This design comes from an exercise in tuning for a short achievable clock period and few clock cycles on the open sky130 flow, not from production work.
The clock port is modelled as an ideal driver; clocking choices that lean on that would not hold on a real chip.
Power and IR drop assume default switching activity.

==> onyx <==
==> flow/design.v <==
package cache_pkg;
  typedef enum logic [1:0] {C_IDLE, C_WB, C_FILL} cache_state_e;
endpackage
module cache_victim_sel
#(
  parameter int WAYS = 2,
  parameter int WB = (WAYS > 1) ? $clog2(WAYS) : 1
) (
  input  logic [WAYS-1:0] valid_i,
  input  logic [WB-1:0]   rr_i,
  output logic [WB-1:0]   victim_o,
  output logic            from_rr_o
);
  always_comb begin
    victim_o = rr_i;
    from_rr_o = 1'b1;
    for (int w = WAYS - 1; w >= 0; w--)
      if (!valid_i[w]) begin
        victim_o = WB'(w);
        from_rr_o = 1'b0;
      end
  end
endmodule
module assoc_cache
#(
  parameter int ADDR_SIZE = 30,
  parameter int WORD_SIZE = 32,
  parameter int BLOCK_OFFSET_BITS = 2,
  parameter int INDEX_BITS = 3,
  parameter int WAYS = 2
) (
  input  logic                                          clk,
  input  logic                                          rst_n,
  input  logic                                          req,
  input  logic                                          we,
  input  logic [WORD_SIZE/8-1:0]                        be,
  input  logic [ADDR_SIZE-1:0]                          addr,
  input  logic [WORD_SIZE-1:0]                          data_w,
  output logic [WORD_SIZE-1:0]                          data_r,
  output logic                                          stall,
  output logic [ADDR_SIZE-BLOCK_OFFSET_BITS-1:0]        mem_addr,
  output logic                                          mem_r,
  output logic                                          mem_w,
  output logic [(WORD_SIZE<<BLOCK_OFFSET_BITS)-1:0]     mem_wdata,
  input  logic [(WORD_SIZE<<BLOCK_OFFSET_BITS)-1:0]     mem_rdata,
  input  logic                                          mem_ready
);
  localparam int TAG_BITS = ADDR_SIZE - BLOCK_OFFSET_BITS - INDEX_BITS;
  localparam int LINE_BITS = WORD_SIZE << BLOCK_OFFSET_BITS;
  localparam int LA = ADDR_SIZE - BLOCK_OFFSET_BITS;
  localparam int SETS = 1 << INDEX_BITS;
  localparam int WB = (WAYS > 1) ? $clog2(WAYS) : 1;
  localparam int BYTES = WORD_SIZE / 8;
  localparam int WPL = 1 << BLOCK_OFFSET_BITS;
  logic [LINE_BITS-1:0] data_q [SETS][WAYS];
  logic [TAG_BITS-1:0]  tag_q [SETS][WAYS];
  logic [WAYS-1:0]      valid_q [SETS];
  logic [WAYS-1:0]      dirty_q [SETS];
  logic [WB-1:0]        rr_q [SETS];
  cache_pkg::cache_state_e state_q;
  logic                 done_q;      
  logic                 stall_q;     
  logic                 fill_q;      
  logic [WB-1:0]        victim_q;
  logic                 from_rr_q;
  logic [LINE_BITS-1:0] line_q;      
  logic [TAG_BITS-1:0]  ntag_q;      
  logic [WAYS-1:0]      lsel_q [SETS];
  logic [BYTES-1:0]     bsel_q [WPL];
  logic [WORD_SIZE-1:0] data_w_q;
  logic                 wdirty_q;    
  logic [TAG_BITS-1:0]  tag;
  logic [INDEX_BITS-1:0] idx;
  logic [BLOCK_OFFSET_BITS-1:0] off;
  logic [WAYS-1:0]      match;
  logic                 hit, lookup, need_wb, fill_end;
  assign stall = stall_q;
  logic [WB-1:0]        sel_way;
  logic                 sel_rr;
  logic [WAYS-1:0]      tmatch [SETS];
  logic [SETS-1:0]      set_sel;
  logic [WORD_SIZE-1:0] way_word [WAYS];
  logic [WORD_SIZE-1:0] hit_word;
  assign tag = addr[ADDR_SIZE-1 -: TAG_BITS];
  assign idx = addr[BLOCK_OFFSET_BITS +: INDEX_BITS];
  assign off = addr[BLOCK_OFFSET_BITS-1:0];
  always_comb begin
    for (int s = 0; s < SETS; s++) begin
      set_sel[s] = idx == INDEX_BITS'(s);
      for (int w = 0; w < WAYS; w++)
        tmatch[s][w] = valid_q[s][w] & (tag_q[s][w] == tag);
    end
    for (int w = 0; w < WAYS; w++) begin
      match[w] = 1'b0;
      for (int s = 0; s < SETS; s++)
        match[w] = match[w] | (set_sel[s] & tmatch[s][w]);
    end
  end
  assign hit = |match;
  always_comb begin
    hit_word = '0;
    for (int w = 0; w < WAYS; w++) begin
      way_word[w] = data_q[idx][w][off*WORD_SIZE +: WORD_SIZE];
      hit_word = hit_word | ({WORD_SIZE{match[w]}} & way_word[w]);
    end
  end
  logic [LA-1:0]        wb_addr [SETS];
  logic [LINE_BITS-1:0] wb_line [SETS];
  logic [SETS-1:0]      wb_need;
  logic [WB-1:0]        set_victim [SETS];
  logic [SETS-1:0]      set_rr;
  logic [LA-1:0]        miss_addr;
  logic [LINE_BITS-1:0] miss_line;
  genvar gs;
  for (gs = 0; gs < SETS; gs++) begin : g_set
    cache_victim_sel #(.WAYS(WAYS), .WB(WB)) u_vs (
      .valid_i  (valid_q[gs]),
      .rr_i     (rr_q[gs]),
      .victim_o (set_victim[gs]),
      .from_rr_o(set_rr[gs])
    );
    assign wb_need[gs] = valid_q[gs][set_victim[gs]] & dirty_q[gs][set_victim[gs]];
    assign wb_addr[gs] = {tag_q[gs][set_victim[gs]], INDEX_BITS'(gs)};
    assign wb_line[gs] = data_q[gs][set_victim[gs]];
  end
  always_comb begin
    sel_way = '0;
    sel_rr = 1'b0;
    miss_addr = '0;
    miss_line = '0;
    for (int s = 0; s < SETS; s++) begin
      miss_addr = miss_addr | ({LA{set_sel[s]}} & (wb_need[s] ? wb_addr[s] : addr[ADDR_SIZE-1:BLOCK_OFFSET_BITS]));
      miss_line = miss_line | ({LINE_BITS{set_sel[s]}} & wb_line[s]);
      sel_way = sel_way | ({WB{set_sel[s]}} & set_victim[s]);
      sel_rr = sel_rr | (set_sel[s] & set_rr[s]);
    end
  end
  assign lookup   = req & (state_q == cache_pkg::C_IDLE) & ~done_q;
  assign need_wb  = |(set_sel & wb_need);
  assign fill_end = (state_q == cache_pkg::C_FILL) & mem_ready;
  always_ff @(posedge clk or negedge rst_n)
    if (!rst_n) begin
      state_q <= cache_pkg::C_IDLE;
      done_q <= 1'b0;
      fill_q <= 1'b0;
      for (int s = 0; s < SETS; s++) begin
        lsel_q[s] <= '0;
        valid_q[s] <= '0;
        dirty_q[s] <= '0;
        rr_q[s] <= '0;
      end
    end else begin
      done_q <= 1'b0;
      case (state_q)
        cache_pkg::C_IDLE:
          if (lookup) begin
            if (hit) begin
              done_q <= 1'b1;
              fill_q <= 1'b0;
            end else if (need_wb) begin
              state_q <= cache_pkg::C_WB;
            end else begin
              state_q <= cache_pkg::C_FILL;
            end
          end
        cache_pkg::C_WB:
          if (mem_ready) begin
            state_q <= cache_pkg::C_FILL;
          end
        default:
          if (mem_ready) begin
            state_q <= cache_pkg::C_IDLE;
            done_q <= 1'b1;
            fill_q <= 1'b1;
          end
      endcase
      for (int s = 0; s < SETS; s++)
        for (int w = 0; w < WAYS; w++)
          lsel_q[s][w] <= (lookup & set_sel[s] & match[w]) |
                          (fill_end & (idx == INDEX_BITS'(s)) & (victim_q == WB'(w)));
      for (int s = 0; s < SETS; s++)
        for (int w = 0; w < WAYS; w++)
          if (lsel_q[s][w]) begin
            if (fill_q) begin
              valid_q[s][w] <= 1'b1;
              dirty_q[s][w] <= wdirty_q;
            end else if (wdirty_q) dirty_q[s][w] <= 1'b1;
          end
      if (done_q && fill_q && from_rr_q && WAYS > 1) rr_q[idx] <= rr_q[idx] + 1'b1;
    end
  always_ff @(posedge clk) begin
    stall_q <= ~((lookup & hit) | fill_end);
    mem_w <= (lookup & ~hit & need_wb) | ((state_q == cache_pkg::C_WB) & ~mem_ready);
    mem_r <= (lookup & ~hit & ~need_wb) | ((state_q == cache_pkg::C_WB) & mem_ready) |
             ((state_q == cache_pkg::C_FILL) & ~mem_ready);
  end
  always_ff @(posedge clk) begin
    data_w_q <= data_w;
    wdirty_q <= we & (|be);
    for (int o = 0; o < WPL; o++)
      bsel_q[o] <= (we && off == BLOCK_OFFSET_BITS'(o)) ? be : '0;
    data_r <= (state_q == cache_pkg::C_FILL) ? mem_rdata[off*WORD_SIZE +: WORD_SIZE] : hit_word;
    if (lookup) begin
      victim_q <= sel_way;
      from_rr_q <= sel_rr;
    end
    mem_wdata <= miss_line;
    mem_addr <= ((state_q == cache_pkg::C_FILL) || (state_q == cache_pkg::C_WB && mem_ready)) ?
                addr[ADDR_SIZE-1:BLOCK_OFFSET_BITS] : miss_addr;
    if (state_q == cache_pkg::C_FILL) begin
      line_q <= mem_rdata;
      ntag_q <= tag;
    end
    for (int s = 0; s < SETS; s++)
      for (int w = 0; w < WAYS; w++)
        if (lsel_q[s][w]) begin
          if (fill_q) begin
            data_q[s][w] <= line_q;
            tag_q[s][w] <= ntag_q;
          end
          for (int o = 0; o < WPL; o++)
            for (int b = 0; b < BYTES; b++)
              if (bsel_q[o][b]) data_q[s][w][o*WORD_SIZE + b*8 +: 8] <= data_w_q[b*8 +: 8];
        end
  end
endmodule
==> flow/flow/run.sh <==
#!/bin/bash
set -o pipefail
export SETUP_SLACK_MARGIN=$(cat flow/margin.txt)
export POST_CTS_TCL=$PWD/flow/post_cts.tcl
bash standard.sh > standard.log 2>&1
==> flow/flow/margin.txt <==
6.7
==> flow/flow/post_cts.tcl <==
# Extra setup repair after CTS (sourced by ORFS cts.tcl through POST_CTS_TCL),
# then legalise the placement again as cts.tcl does after its own repair.
log_cmd estimate_parasitics -placement
report_worst_slack -max
for {set i 0} {$i < 3} {incr i} {
  log_cmd repair_timing -setup -setup_margin $::env(SETUP_SLACK_MARGIN) -repair_tns 100 \
    -max_passes 200 -verbose
  report_worst_slack -max
}
log_cmd detailed_placement
check_placement -verbose
log_cmd estimate_parasitics -placement
report_worst_slack -max
==> flow/standard.sh <==
#!/bin/bash
# synth_recipe.tcl (not shown) runs the flow's synth.tcl, then flattens the netlist and writes it again
# the make line also repeats each setting of config.mk as NAME=value (left out here)
make -C /OpenROAD-flow-scripts/flow DESIGN_CONFIG=/design/flow/config.mk WORK_HOME=/design/flow/orfs CLKGATE_MAP_FILE= SYNTH_SCRIPT=/design/flow/synth_recipe.tcl "${@:-finish}"
==> flow/config.mk <==
export PLATFORM = sky130hd
export DESIGN_NAME = assoc_cache
export DESIGN_NICKNAME = assoc_cache
export VERILOG_FILES = /design/flow/design.v
export SDC_FILE = /design/flow/constraint.sdc
export NUM_CORES = 4
export LEC_CHECK = 0
export ABC_CLOCK_PERIOD_IN_PS = 1000
export CAP_MARGIN = 20
export CORE_MARGIN = 2
export CORE_UTILIZATION = 50
export CTS_CLUSTER_DIAMETER = 70
export CTS_CLUSTER_SIZE = 24
export SLEW_MARGIN = 20
==> flow/constraint.sdc <==
create_clock -name core_clock -period 10.0 [get_ports {clk}]
set_input_delay 2.0000 -clock core_clock [delete_from_list [all_inputs] [get_ports {clk}]]
set_output_delay 2.0000 -clock core_clock [all_outputs]
set_load 0.01 [all_outputs]
==> quartz (differences from onyx) <==
--- a/flow/design.v
+++ b/flow/design.v
@@ -60,5 +60,4 @@
   cache_pkg::cache_state_e state_q;
   logic                 done_q;      
-  logic                 stall_q;     
   logic                 fill_q;      
   logic [WB-1:0]        victim_q;
@@ -75,5 +74,4 @@
   logic [WAYS-1:0]      match;
   logic                 hit, lookup, need_wb, fill_end;
-  assign stall = stall_q;
   logic [WB-1:0]        sel_way;
   logic                 sel_rr;
@@ -85,4 +83,10 @@
   assign idx = addr[BLOCK_OFFSET_BITS +: INDEX_BITS];
   assign off = addr[BLOCK_OFFSET_BITS-1:0];
+  cache_victim_sel #(.WAYS(WAYS), .WB(WB)) u_victim (
+    .valid_i  (valid_q[idx]),
+    .rr_i     (rr_q[idx]),
+    .victim_o (sel_way),
+    .from_rr_o(sel_rr)
+  );
   always_comb begin
     for (int s = 0; s < SETS; s++) begin
@@ -105,38 +109,8 @@
     end
   end
-  logic [LA-1:0]        wb_addr [SETS];
-  logic [LINE_BITS-1:0] wb_line [SETS];
-  logic [SETS-1:0]      wb_need;
-  logic [WB-1:0]        set_victim [SETS];
-  logic [SETS-1:0]      set_rr;
-  logic [LA-1:0]        miss_addr;
-  logic [LINE_BITS-1:0] miss_line;
-  genvar gs;
-  for (gs = 0; gs < SETS; gs++) begin : g_set
-    cache_victim_sel #(.WAYS(WAYS), .WB(WB)) u_vs (
-      .valid_i  (valid_q[gs]),
-      .rr_i     (rr_q[gs]),
-      .victim_o (set_victim[gs]),
-      .from_rr_o(set_rr[gs])
-    );
-    assign wb_need[gs] = valid_q[gs][set_victim[gs]] & dirty_q[gs][set_victim[gs]];
-    assign wb_addr[gs] = {tag_q[gs][set_victim[gs]], INDEX_BITS'(gs)};
-    assign wb_line[gs] = data_q[gs][set_victim[gs]];
-  end
-  always_comb begin
-    sel_way = '0;
-    sel_rr = 1'b0;
-    miss_addr = '0;
-    miss_line = '0;
-    for (int s = 0; s < SETS; s++) begin
-      miss_addr = miss_addr | ({LA{set_sel[s]}} & (wb_need[s] ? wb_addr[s] : addr[ADDR_SIZE-1:BLOCK_OFFSET_BITS]));
-      miss_line = miss_line | ({LINE_BITS{set_sel[s]}} & wb_line[s]);
-      sel_way = sel_way | ({WB{set_sel[s]}} & set_victim[s]);
-      sel_rr = sel_rr | (set_sel[s] & set_rr[s]);
-    end
-  end
   assign lookup   = req & (state_q == cache_pkg::C_IDLE) & ~done_q;
-  assign need_wb  = |(set_sel & wb_need);
+  assign need_wb  = valid_q[idx][sel_way] & dirty_q[idx][sel_way];
   assign fill_end = (state_q == cache_pkg::C_FILL) & mem_ready;
+  assign stall = ~done_q;
   always_ff @(posedge clk or negedge rst_n)
     if (!rst_n) begin
@@ -144,4 +118,6 @@
       done_q <= 1'b0;
       fill_q <= 1'b0;
+      mem_r <= 1'b0;
+      mem_w <= 1'b0;
       for (int s = 0; s < SETS; s++) begin
         lsel_q[s] <= '0;
@@ -160,6 +136,8 @@
             end else if (need_wb) begin
               state_q <= cache_pkg::C_WB;
+              mem_w <= 1'b1;
             end else begin
               state_q <= cache_pkg::C_FILL;
+              mem_r <= 1'b1;
             end
           end
@@ -167,8 +145,11 @@
           if (mem_ready) begin
             state_q <= cache_pkg::C_FILL;
+            mem_w <= 1'b0;
+            mem_r <= 1'b1;
           end
         default:
           if (mem_ready) begin
             state_q <= cache_pkg::C_IDLE;
+            mem_r <= 1'b0;
             done_q <= 1'b1;
             fill_q <= 1'b1;
@@ -190,10 +171,4 @@
     end
   always_ff @(posedge clk) begin
-    stall_q <= ~((lookup & hit) | fill_end);
-    mem_w <= (lookup & ~hit & need_wb) | ((state_q == cache_pkg::C_WB) & ~mem_ready);
-    mem_r <= (lookup & ~hit & ~need_wb) | ((state_q == cache_pkg::C_WB) & mem_ready) |
-             ((state_q == cache_pkg::C_FILL) & ~mem_ready);
-  end
-  always_ff @(posedge clk) begin
     data_w_q <= data_w;
     wdirty_q <= we & (|be);
@@ -204,8 +179,9 @@
       victim_q <= sel_way;
       from_rr_q <= sel_rr;
-    end
-    mem_wdata <= miss_line;
-    mem_addr <= ((state_q == cache_pkg::C_FILL) || (state_q == cache_pkg::C_WB && mem_ready)) ?
-                addr[ADDR_SIZE-1:BLOCK_OFFSET_BITS] : miss_addr;
+      mem_wdata <= data_q[idx][sel_way];
+      mem_addr <= need_wb ? {tag_q[idx][sel_way], idx} : addr[ADDR_SIZE-1:BLOCK_OFFSET_BITS];
+    end
+    if (state_q == cache_pkg::C_WB && mem_ready)
+      mem_addr <= addr[ADDR_SIZE-1:BLOCK_OFFSET_BITS];
     if (state_q == cache_pkg::C_FILL) begin
       line_q <= mem_rdata;
==> flow/flow/run.sh (replaced) <==
#!/bin/bash
set -o pipefail
export SETUP_SLACK_MARGIN=$(cat flow/margin.txt)
bash standard.sh > standard.log 2>&1
==> flow/flow/margin.txt (replaced) <==
6.6
Settings changed: CORE_UTILIZATION 50 to 35, CTS_CLUSTER_DIAMETER 70 to unset, CTS_CLUSTER_SIZE 24 to unset.
removed: flow/flow/post_cts.tcl
==> comparison <==
onyx reached the layout checks and failed them: capacitance limit. quartz ran to the end with no violations.
Die area: quartz is higher than onyx (about 27%).
Sequential share of layout area: quartz is higher than onyx (3.3 points).
Of quartz and onyx, onyx has the higher via count (gap about 26%, measured against onyx).
Against onyx, the global-route usage of quartz is lower by 23 points.
==> figures <==
quantity	quartz	onyx
Pin count of the biggest net entering global routing	71	81
Via count of the first global-routing pass	77016	97707
Wire length on met3	79910 um	138100 um
Wire length of the first global-routing pass	675200 um	917800 um
Combinational group share of total power	0.203	0.304
Clock group total power	0.0120 W	0.00858 W
Result of the run	finished clean	complete, but fails checks
Violated checks	-	capacitance limit
Synth top area share	0.7084	0.5943
Final worst setup slack	5.812 ns	5.860 ns
Number of instances in the synthesized netlist	7234	9616
No functional check of the RTL was part of any run of this note.

-- static timing again, ports no longer ideal --
How much do the figures lean on ideal ports? The routed layouts below were timed once more, with nothing changed but the port constraints. Step 1, drivers: a clkbuf_16 drives clk and a buf_2 each remaining input, both assumed. Step 2 times the ports against the registers' clock, not the clock port: input delays grow and output delays shrink by t, the midpoint of the rising clock arrivals with the driver on. Slacks: ideal ports / drivers / drivers and shift; pairs: ideal ports / drivers.
run | shift t [ns] | setup slack, ns | hold WS [ns] | worst data-port slew with drivers (ns)
onyx | 1.059 | 5.860 / 5.663 / 4.604 | 0.508 / 0.508 / 0.508 | 0.40
quartz | 1.031 | 5.812 / 5.567 / 4.536 | 0.508 / 0.508 / 0.508 | 0.47
The setup slack of quartz, which loses most, moves by -0.245 ns with the drivers and by -1.276 ns with both steps.
